Context: an optimization exercise on an open-source flow, tuned for small area. The choices shown serve that exercise and are no tape-out recipe. Function was checked by simulation only, so behaviour that the tests miss may differ from the original.

==> flow/design.v, too long to show whole: its modules and the start of the top module <==
// module fe_fa: 10 lines
// module fe_maj: 8 lines
// module fe_ha: 9 lines
// module fe_speed: 771 lines
// module fe_ema_fast: 314 lines
// module fe_gt32: 43 lines
// module micro_doppler_classifier: 46 lines
// module fe_ema_snr: 534 lines
// module fe_ema_slow_g: 403 lines
// module fe_ema_fast_g: 390 lines
// module fe_ema_rcsdev: 657 lines
// module fe_gt5: 76 lines
// module feature_reporter: 50 lines
// module feature_ext_top: 150 lines
module feature_ext_top
#(
    parameter int REPORT_INTERVAL = 10,
    parameter int BASELINE_LEN    = 20       
) (
    input  logic                   clk,
    input  logic                   rst_n,
    input  logic signed [FP_W-1:0] vx,
    input  logic signed [FP_W-1:0] vy,
    input  logic signed [FP_W-1:0] nis_cv,
    input  logic                   imm_valid,
    input  logic signed [FP_W-1:0] rcs_amplitude,
    input  logic signed [FP_W-1:0] snr_db,
    input  logic signed [FP_W-1:0] doppler_spread_hz,
    input  logic signed [FP_W-1:0] micro_doppler_peak_hz,
    input  logic signed [FP_W-1:0] micro_doppler_period,
    input  logic                   rf_valid,
    output logic                   report_valid,
    output logic signed [FP_W-1:0] rpt_spd_avg,
    output logic signed [FP_W-1:0] rpt_spd_peak,
    output logic signed [FP_W-1:0] rpt_nis_avg,
    output logic signed [FP_W-1:0] rpt_nis_peak,
    output logic [MD_W-1:0]        rpt_md_type,
    output logic signed [FP_W-1:0] rpt_md_conf,
    output logic signed [FP_W-1:0] rpt_ecm_score,
    output logic                   rpt_ecm_detected,
    output logic                   ecm_noise_flag,
    output logic                   ecm_deception_flag
);
  // ...
==> flow/flow/run.sh <==
#!/bin/bash
# Layout flow: the standard flow (standard.sh, unchanged synthesis and steps),
# with the input/output port buffers made from the plain sky130 buffer
# (buf_1) instead of the delay buffer the resizer picks by default.
set -o pipefail
cp standard.sh standard.sh.txt
export BUFFER_PORTS_ARGS="-buffer_cell sky130_fd_sc_hd__buf_1"
bash standard.sh > standard.log 2>&1
status=$?
tail -40 standard.log
exit $status
==> flow/standard.sh <==
#!/bin/bash
# synth_recipe.tcl (not shown) runs the flow's synth.tcl, then flattens the netlist and writes it again
# the make line also repeats each setting of config.mk as NAME=value (left out here)
make -C /OpenROAD-flow-scripts/flow DESIGN_CONFIG=/design/flow/config.mk WORK_HOME=/design/flow/orfs CLKGATE_MAP_FILE= SYNTH_SCRIPT=/design/flow/synth_recipe.tcl "${@:-finish}"
==> flow/config.mk <==
export PLATFORM = sky130hd
export DESIGN_NAME = feature_ext_top
export DESIGN_NICKNAME = feature_ext_top
export VERILOG_FILES = /design/flow/design.v
export SDC_FILE = /design/flow/constraint.sdc
export NUM_CORES = 4
export LEC_CHECK = 0
export ABC_AREA = 1
export CAP_MARGIN = 20
export CORE_MARGIN = 2
export CORE_UTILIZATION = 60
export CTS_BUF_LIST = sky130_fd_sc_hd__clkbuf_8
export CTS_CLUSTER_DIAMETER = 80
export CTS_CLUSTER_SIZE = 16
export GPL_TIMING_DRIVEN = 0
export SLEW_MARGIN = 20
export SYNTH_HIERARCHICAL = 1
==> flow/constraint.sdc <==
create_clock -name core_clock -period 25.0 [get_ports {clk}]
set_input_delay 5.0000 -clock core_clock [delete_from_list [all_inputs] [get_ports {clk}]]
set_output_delay 5.0000 -clock core_clock [all_outputs]
set_load 0.01 [all_outputs]
==> out/results.ini, run 1 <==
[yosys]
synth.area.top_cells = fa_1 57%, dfrtp_1 7.8%, edfxtp_1 6.3%
synth_warnings = 9
syn_area_sq_um = 64960
synth_xor_area_share_pct = 0.5817
synth-async-reset-ratio_pct = 60.29

[critical_path]
crit_path_frequent_cell = fa_1
cp.depth = 50
crit_end = rcs_dev_avg[27]

[clock_network]
cts_setup_buffers = 0
cts.clk_slew.worst_paths_ns = 0.09
clockRootBuffer = clkbuf_8
clock-sinks = 345
cts_buffers = 40

[floorplanning]
row_count = 120
fp.dieW_microns = 333.0

[grt]
grt_pass1_wl_mm = 254.1
use_met1_pct = 40.26
grt_pass1_vias = 46760

[flow_run]
max-cap-violations = 0

[sta]
min_period_ns = 24.49
slew_headroom_pct = 29.80
tightest_slew_ns = 1.038
rsz0062_at_grt = true

[layout]
finalNonFillerCells = 8051

[outcome]
outcome = no timing/DRC/antenna violations

[place]
dp_slack_ns = -1.320

[route]
dr.first_iter.drc_count = 2340
drt_wl_total_mm = 155.3

==> run 2, diff against run 1 <==
--- a/flow/config.mk
+++ b/flow/config.mk
@@ -6,11 +6,11 @@
 export NUM_CORES = 4
 export LEC_CHECK = 0
-export ABC_AREA = 1
+export ABC_AREA = 0
 export CAP_MARGIN = 20
 export CORE_MARGIN = 2
 export CORE_UTILIZATION = 60
-export CTS_BUF_LIST = sky130_fd_sc_hd__clkbuf_8
-export CTS_CLUSTER_DIAMETER = 80
-export CTS_CLUSTER_SIZE = 16
+export CTS_BUF_LIST = sky130_fd_sc_hd__clkbuf_16
+export CTS_CLUSTER_DIAMETER = 100
+export CTS_CLUSTER_SIZE = 20
 export GPL_TIMING_DRIVEN = 0
 export SLEW_MARGIN = 20
==> run 2 against run 1 <==
Clock skew down 0.033 ns. Routed wire length down 4.3%. Flip-flop and latch count unchanged. Cell count down 19%. Critical path type unchanged. Still clean on timing, DRC and antenna. Via count down 14%. Worst hold slack worse by 0.014 ns. Sequential share of layout area up 0.13 points. Non-clock buffer count up 28. Synthesized cell count down 25%.
==> out/results.ini, run 2 <==
[outcome]
outcome = no timing/DRC/antenna violations  ; unchanged

[route]
top_layer = met5  ; unchanged
firstDrtPassIters = 6  ; was 7
drt_wl_total_mm = 148.5  ; was 155.3 mm
ant_nets = 0  ; unchanged
wl_met3_mm = 8.054  ; was 11.22 mm
detail_route.wl_per_cell_microns = 22.74  ; was 19.28 microns
wl_met2_mm = 75.91  ; was 76.53 mm
wl_met1_mm = 60.23  ; was 62.25 mm
dr.first_iter.drc_count = 2045  ; was 2340
vias = 36350  ; was 42.25k
drc_errors = 0  ; unchanged
via_per_inst = 5.564  ; was 5.248

[grt]
grt_overflow = 0  ; unchanged
track_usage_pct = 29.34  ; was 30.12%
grt_start_max_net_pins = 33  ; unchanged
grt_antenna_before_repair = 17  ; was 6
grt_pass1_vias = 42220  ; was 46.76k
grt_pass1_wl_mm = 241.4  ; was 254.1 mm

[critical_path]
crit_path_top_delay_cell = fa_1  ; was nor4b_1
worst_r2r_endpoint = spd_avg[31]  ; unchanged
required_ns = 25.52  ; was 25.57 ns
crit_path_frequent_cell = fa_1  ; unchanged
critPathMaxStageDelay_ns = 0.57  ; was 0.92 ns
r2r_cells = 53  ; was 54
arrival_ns = 25.10  ; was 25.06 ns
cp_max_fo = 10  ; was 8
r2r_start = spd_cur[0]  ; unchanged
startpoint_type = primary input  ; unchanged
endpoint_kind = flip-flop  ; unchanged
reg2reg_slack_ns = 1.70  ; was 2.21 ns
path_class = in -> reg  ; unchanged

[floorplanning]
fp.dieW_microns = 330.0  ; was 333.0 microns
row_count = 119  ; was 120
core_area_sq_um = 105300  ; was 107200 sq um
floorplan.initialDensity_pct = 60.57  ; was 60.60%
die_y_microns = 330.0  ; was 333.0 microns
die_area_sq_um = 108900  ; was 110900 sq um
io_pins = 459  ; unchanged

[sta]
drv_slew = 0  ; unchanged
tightest_slew_ns = 1.002  ; was 1.038 ns
fin_setup_tns_ns = 0  ; unchanged
max_clock_freq_mhz = 40.67  ; was 40.84 MHz
min_period_ns = 24.59  ; was 24.49 ns
slew_headroom_pct = 33.21  ; was 29.80%
hold_viol = 0  ; unchanged
fin_crit_sh_pct = 98.34  ; was 97.95%
worst_slack_ns = 0.4140  ; was 0.5124 ns
fin_skew_ns = 0.02914  ; was 0.06218 ns
setup_viol = 0  ; unchanged

[layout]
fillCellCount = 8057  ; was 8688
layout.nets = 7432  ; was 8931
drive_above_1_share_pct = 15.87  ; was 7.601%
layout_common_cells = 1786 x fa_1, 432 x inv_1, 364 x buf_1  ; was 1828 x fa_1, 1010 x inv_1, 957 x nand2_1
synthToLayoutAreaGrowth_pct = 9.559  ; was 8.589%
finalNonFillerCells = 6532  ; was 8051
final_common_cell = fa_1  ; unchanged

[place]
dp_slack_ns = -1.810  ; was -1.320 ns
placed_cells = 6450  ; was 7971
io_buffers = 376  ; was 403
gp_congestion = 0.9130  ; was 0.9713
place.detailed.hpwl_mm = 131.5  ; was 139.1 mm

[yosys]
synth_ff_type = dfrtp_1  ; unchanged
synth_cell_types = 97  ; was 60
postSynthAreaPerCell_sq_um = 14.33  ; was 10.95 sq um
synth.area.top_cells = fa_1 58%, dfrtp_1 8.0%, edfxtp_1 6.5%  ; was fa_1 57%, dfrtp_1 7.8%, edfxtp_1 6.3%
ys_top_cells_by_count = 1847 x fa_1, 427 x inv_1, 213 x mux2_2  ; was 1847 x fa_1, 1003 x inv_1, 960 x nand2_1
synth_warnings = 9  ; unchanged
netlist.area_leader.share_pct = 58.00  ; was 56.92%
ys_seq_area_share_pct = 14.63  ; was 14.36%
post-synth-top-count-cell = fa_1  ; unchanged
ys_ff_latch = 345  ; unchanged
syn_area_sq_um = 63760  ; was 64960 sq um
synth_edf_count = 137  ; unchanged
synth-async-reset-ratio_pct = 60.29  ; unchanged
synthCells = 4448  ; was 5930
synth.largest_area_cell = fa_1  ; unchanged

[worst_hold_path]
min_from = md_code[0]  ; was md_code[2]
worstHoldPathCells = 0  ; unchanged
hp-class = reg -> reg  ; unchanged
min_to = code_s[0]  ; was code_s[2]

[clock_network]
cts.clk_slew.worst_paths_ns = 0.08  ; was 0.09 ns
clock-sinks = 345  ; unchanged
ctsHoldBuffers = 0  ; unchanged
clockRootBuffer = clkbuf_16  ; was clkbuf_8
cts_buffers = 29  ; was 40
clock_path_buffers = 3  ; unchanged
cts_max_level = 1  ; was 2
clk_latency_ns = 0.64  ; was 0.74 ns
cts_tree = yes  ; unchanged

[flow_run]
max-cap-violations = 0  ; unchanged

[run 2: final cells by class]
class                      count  area (sq um)  area share [%]
multi-input combinational   3713         53180           76.13
sequential                   345          9325           13.35
timing repair buffer         414          1882           2.694
tap                         1391          1740           2.492
inverter                     431          1625           2.327
buffer                       179          1116           1.598
clock buffer                  30         750.7           1.075
clock inverter                23         216.5          0.3099
antenna                        6         15.01         0.02149
[run 2: layer usage]
layer  track usage (%)  vias to the layer above
met2             49.88                      854
met3             4.606                      203
met4             6.974                       22
met1             40.30                    19620
met5                 0                        -
li1                  -                    15650
[run 2: timing repair]
item / 4_1_cts / 5_1_grt
resized for setup: 71 / 108
buffers inserted: 6 / 18
pin swaps: 9 / 23
setup endpoints to repair: 11 / 12
[run 2: per-module statistics from Yosys, one instance, submodules excluded]
module / flip-flops and latches / times used / cell area, sq um / cells inside
fe_gt5: 0 / 1 / 145.1 / 33
fe_maj: 0 / 191 / 11.26 / 1
fe_fa: 0 / 1847 / 20.02 / 1
fe_ema_slow_g: 0 / 1 / 613.1 / 104
fe_speed: 0 / 1 / 3455 / 462
fe_gt32: 0 / 2 / 145.1 / 33
fe_ema_rcsdev: 0 / 1 / 3097 / 437
fe_ema_fast: 0 / 2 / 197.7 / 52
fe_ema_snr: 0 / 1 / 878.3 / 146
fe_ema_fast_g: 0 / 1 / 609.3 / 103
feature_reporter: 0 / 1 / 743.2 / 97
fe_ha: 0 / 194 / 12.51 / 1
micro_doppler_classifier: 0 / 1 / 530.5 / 89
feature_ext_top: 345 / 1 / 11450 / 575
[run 2: critical path, delay by kind of cell]
kind	cells	cell delay (ns)
compound gates	4	0.98
fa+ha+maj	44	17.02
buf+inv	3	0.63
mux	2	0.67
simple gates	4	0.77
[run 2: how the worst max path moves through the flow]
stage	startpoint	end	slack, ns	cells past startpoint
floorplan	rcs_amplitude[23]	rcs_dev_avg[27]	0.03	57
global placement	rf_valid	snr_gap_hi	-1.83	53
detailed placement	rf_valid	snr_gap_hi	-1.81	53
CTS	rcs_amplitude[23]	rcs_dev_avg[30]	0.002	60
global route	rcs_amplitude[0]	rcs_dev_avg[30]	-0.11	57
finish	rcs_amplitude[0]	rcs_dev_avg[30]	0.41	57
[run 2: logic make-up after synthesis]
logic type | Yosys count | synth area share, %
AO/OA/AOI/OAI | 266 | 3.381
XOR/XNOR | 105 | 1.537
adder cells (fa/ha/maj) | 2252 | 65.56
buffers and inverters | 611 | 4.266
flip-flops | 345 | 14.63
multiplexers | 322 | 5.579
other | 8 | 0.04710
AND/OR/NAND/NOR | 539 | 5.000
[run 2: per-stage QoR]
stage | area [sq um] | utilization, % | hold WS, ns
after global placement | 67790 | 64.40 | 0.4269
after global routing | 69850 | 66.35 | 0.4659
final | 69850 | 66.36 | 0.4503
after floorplan | 64640 | - | 0.4211
after detailed placement | 68070 | 64.66 | 0.4297
after CTS | 69320 | 65.85 | 0.4503
==> run 3, diff against run 2 <==
--- a/flow/config.mk
+++ b/flow/config.mk
@@ -6,5 +6,5 @@
 export NUM_CORES = 4
 export LEC_CHECK = 0
-export ABC_AREA = 0
+export ABC_AREA = 1
 export CAP_MARGIN = 20
 export CORE_MARGIN = 2
==> run 3 against run 2 <==
Critical path depth is 2 higher. First-iteration DRC count up 13%. Critical path type unchanged. Setup slack better by 0.14 ns. Critical endpoint unchanged. Synthesized area rose by 1.9%. Global-route usage increased by 0.62 points. Routed wire length rose by 4.2%.
==> out/results.ini, run 3 <==
[outcome]
outcome = no timing/DRC/antenna violations  ; unchanged

[yosys]
synth.largest_area_cell = fa_1  ; unchanged
postSynthAreaPerCell_sq_um = 10.95  ; was 14.33 sq um
synth_edf_count = 137  ; unchanged
synthCells = 5930  ; was 4448
ys_top_cells_by_count = 1847 x fa_1, 1003 x inv_1, 960 x nand2_1  ; was 1847 x fa_1, 427 x inv_1, 213 x mux2_2
ys_seq_area_share_pct = 14.36  ; was 14.63%
ys_ff_latch = 345  ; unchanged
netlist.area_leader.share_pct = 56.92  ; was 58.00%
syn_area_sq_um = 64960  ; was 63760 sq um
synth.area.top_cells = fa_1 57%, dfrtp_1 7.8%, edfxtp_1 6.3%  ; was fa_1 58%, dfrtp_1 8.0%, edfxtp_1 6.5%
synth_ff_type = dfrtp_1  ; unchanged
synth-async-reset-ratio_pct = 60.29  ; unchanged
synth_warnings = 9  ; unchanged
post-synth-top-count-cell = fa_1  ; unchanged
synth_cell_types = 60  ; was 97

[critical_path]
arrival_ns = 24.95  ; was 25.10 ns
crit_path_frequent_cell = fa_1  ; unchanged
endpoint_kind = flip-flop  ; unchanged
path_class = in -> reg  ; unchanged
critPathMaxStageDelay_ns = 0.59  ; was 0.57 ns
cp_max_fo = 10  ; unchanged
required_ns = 25.51  ; was 25.52 ns
startpoint_type = primary input  ; unchanged
crit_path_top_delay_cell = fa_2  ; was fa_1

[route]
wl_met2_mm = 76.68  ; was 75.91 mm
vias = 42300  ; was 36.35k
detail_route.wl_per_cell_microns = 19.28  ; was 22.74 microns
drt_wl_total_mm = 154.8  ; was 148.5 mm
wl_met3_mm = 10.71  ; was 8.054 mm
wl_met1_mm = 62.56  ; was 60.23 mm
firstDrtPassIters = 5  ; was 6
drc_errors = 0  ; unchanged
ant_nets = 0  ; unchanged
dr.first_iter.drc_count = 2313  ; was 2045
top_layer = met5  ; unchanged
via_per_inst = 5.268  ; was 5.564

[clock_network]
cts.clk_slew.worst_paths_ns = 0.07  ; was 0.08 ns
clockRootBuffer = clkbuf_16  ; unchanged
cts_tree = yes  ; unchanged
clock_path_buffers = 3  ; unchanged
clock-sinks = 345  ; unchanged
cts_buffers = 29  ; unchanged
clk_latency_ns = 0.66  ; was 0.64 ns
cts_max_level = 1  ; unchanged
ctsHoldBuffers = 0  ; unchanged

[layout]
synthToLayoutAreaGrowth_pct = 8.768  ; was 9.559%
layout_common_cells = 1821 x fa_1, 1009 x inv_1, 957 x nand2_1  ; was 1786 x fa_1, 432 x inv_1, 364 x buf_1
finalNonFillerCells = 8029  ; was 6532
layout.nets = 8920  ; was 7432
drive_above_1_share_pct = 7.503  ; was 15.87%
final_common_cell = fa_1  ; unchanged

[sta]
hold_viol = 0  ; unchanged
holdWs_ns = 0.4609  ; was 0.4503 ns
setup_viol = 0  ; unchanged
fin_skew_ns = 0.03884  ; was 0.02914 ns
worst_slack_ns = 0.5579  ; was 0.4140 ns
slew_headroom_pct = 36.06  ; was 33.21%
tightest_slew_ns = 0.9591  ; was 1.002 ns
fin_crit_sh_pct = 97.77  ; was 98.34%
drv_slew = 0  ; unchanged
fin_setup_tns_ns = 0  ; unchanged
min_period_ns = 24.44  ; was 24.59 ns
max_clock_freq_mhz = 40.91  ; was 40.67 MHz

[grt]
grt_pass1_wl_mm = 254.1  ; was 241.4 mm
grt_pass1_vias = 46680  ; was 42.22k
grt_start_max_net_pins = 33  ; unchanged
track_usage_pct = 29.97  ; was 29.34%
grt_overflow = 0  ; unchanged
grt_antenna_before_repair = 5  ; was 17

[floorplanning]
core_area_sq_um = 107200  ; was 105300 sq um
die_area_sq_um = 110900  ; was 108900 sq um
row_count = 120  ; was 119
floorplan.initialDensity_pct = 60.60  ; was 60.57%
die_y_microns = 333.0  ; was 330.0 microns
io_pins = 459  ; unchanged
fp.dieW_microns = 333.0  ; was 330.0 microns

[worst_hold_path]
hp-class = reg -> reg  ; unchanged

[place]
dp_slack_ns = -1.320  ; was -1.810 ns
place.detailed.hpwl_mm = 139.1  ; was 131.5 mm
gp_congestion = 0.9713  ; was 0.9130
io_buffers = 403  ; was 376
placed_cells = 7971  ; was 6450

[flow_run]
max-cap-violations = 0  ; unchanged

run 3: area by class of cell:
class | count | area, sq um
clock buffers | 29 | 725.7
fillers | 8655 | 36550
clock inverters | 25 | 235.2
inverters | 1025 | 3876
diodes | 2 | 5.005
plain buffers | 142 | 1176
multi-input cells | 4635 | 51630
repair buffers | 423 | 1929
flip-flops and latches | 345 | 9325
well taps | 1403 | 1755
run 3: layer usage:
metal	up-vias	track usage (%)
met5	-	0
met4	6	8.068
met3	206	6.518
met2	1025	49.56
met1	22090	40.66
li1	18980	-
run 3: critical path: cells and delay by family:
family | cells | cell delay, ns
buffers and inverters | 3 | 0.45
muxes | 2 | 0.59
AOI/OAI and AO/OA | 2 | 0.38
adders and majority gates | 44 | 17.66
and+or+nand+nor | 8 | 0.86
run 3: final timing paths:
path                                   start         endpoint  slack [ns]  cells past startpoint
setup reg to reg                  spd_cur[0]      spd_avg[31]        2.18                     54
hold / removal                    md_code[0]        code_s[0]        0.46                      0
setup / recovery           rcs_amplitude[30]  rcs_dev_avg[30]        0.56                     59
max in group asynchronous              rst_n      rcs_base[0]       19.69                      4
min in group asynchronous              rst_n   spread_avg[16]        4.29                      1
hold reg to reg                   md_code[0]        code_s[0]        0.46                      0
run 3: Yosys stat by module, one instance, submodules excluded, excerpt:
module	flops+latches	cells	copies in the design
fe_ha	0	1	194
fe_ema_fast	0	53	2
fe_gt5	0	41	1
feature_ext_top	345	871	1
fe_speed	0	678	1
fe_fa	0	1	1847
fe_gt32	0	41	2
fe_ema_snr	0	231	1
micro_doppler_classifier	0	219	1
fe_ema_fast_g	0	161	1
fe_ema_slow_g	0	162	1
feature_reporter	0	109	1
fe_maj	0	4	191
run 3: what timing repair did:
action,4_1_cts,5_1_grt
hold endpoints to repair,0,0
buffers inserted,0,6
pin swaps,1,9
gates resized for setup,40,75
setup endpoints to repair,10,11
run 3: logic make-up (layout without fill, tap and decap cells):
group / after synthesis / after routing / synth area share [%]
adders and majority gates: 2059 / 2059 / 61.00
and+or+nand+nor: 1789 / 1789 / 11.43
buffers and inverters: 1171 / 1644 / 7.812
AOI/OAI and AO/OA: 478 / 478 / 4.043
DFF: 345 / 345 / 14.36
muxes: 42 / 42 / 0.7261
xor gates and xnor gates: 38 / 38 / 0.5817
other: 8 / 231 / 0.04623
run 3: metrics by stage:
stage	utilization, %	area [sq um]
4_1_cts	65.69	70420
5_1_grt	65.91	70660
2_1_floorplan	-	65790
3_3_place_gp	64.42	69060
6_report	65.91	70660
3_5_place_dp	64.71	69370

==> what the ideal ports hide <==
In the flow no input, the clock included, has a driving cell. The finished layouts below were timed again as built, in two steps.
Step 1: set_driving_cell puts a clkbuf_16 on clk and a buf_2 on each other input, an assumption about the parent block.
Step 2 also shifts input and output timing later by t, the mid clock arrival at the registers, as if the neighbouring blocks saw the same clock.
Slacks: ideal / step 1 / step 2; pairs: ideal / step 1.
run	shift t [ns]	setup WS [ns]	cell pins on the clock port's net
run 1	0.789	0.512 / 0.563 / -0.226	1
run 2	0.695	0.414 / 0.314 / -0.381	1
run 3	0.713	0.558 / 0.613 / -0.100	1
With both steps, setup timing fails in every run listed, where it was met with ideal ports. The setup slack of run 2, which loses most, moves by -0.100 ns with the drivers and by -0.795 ns with both steps.
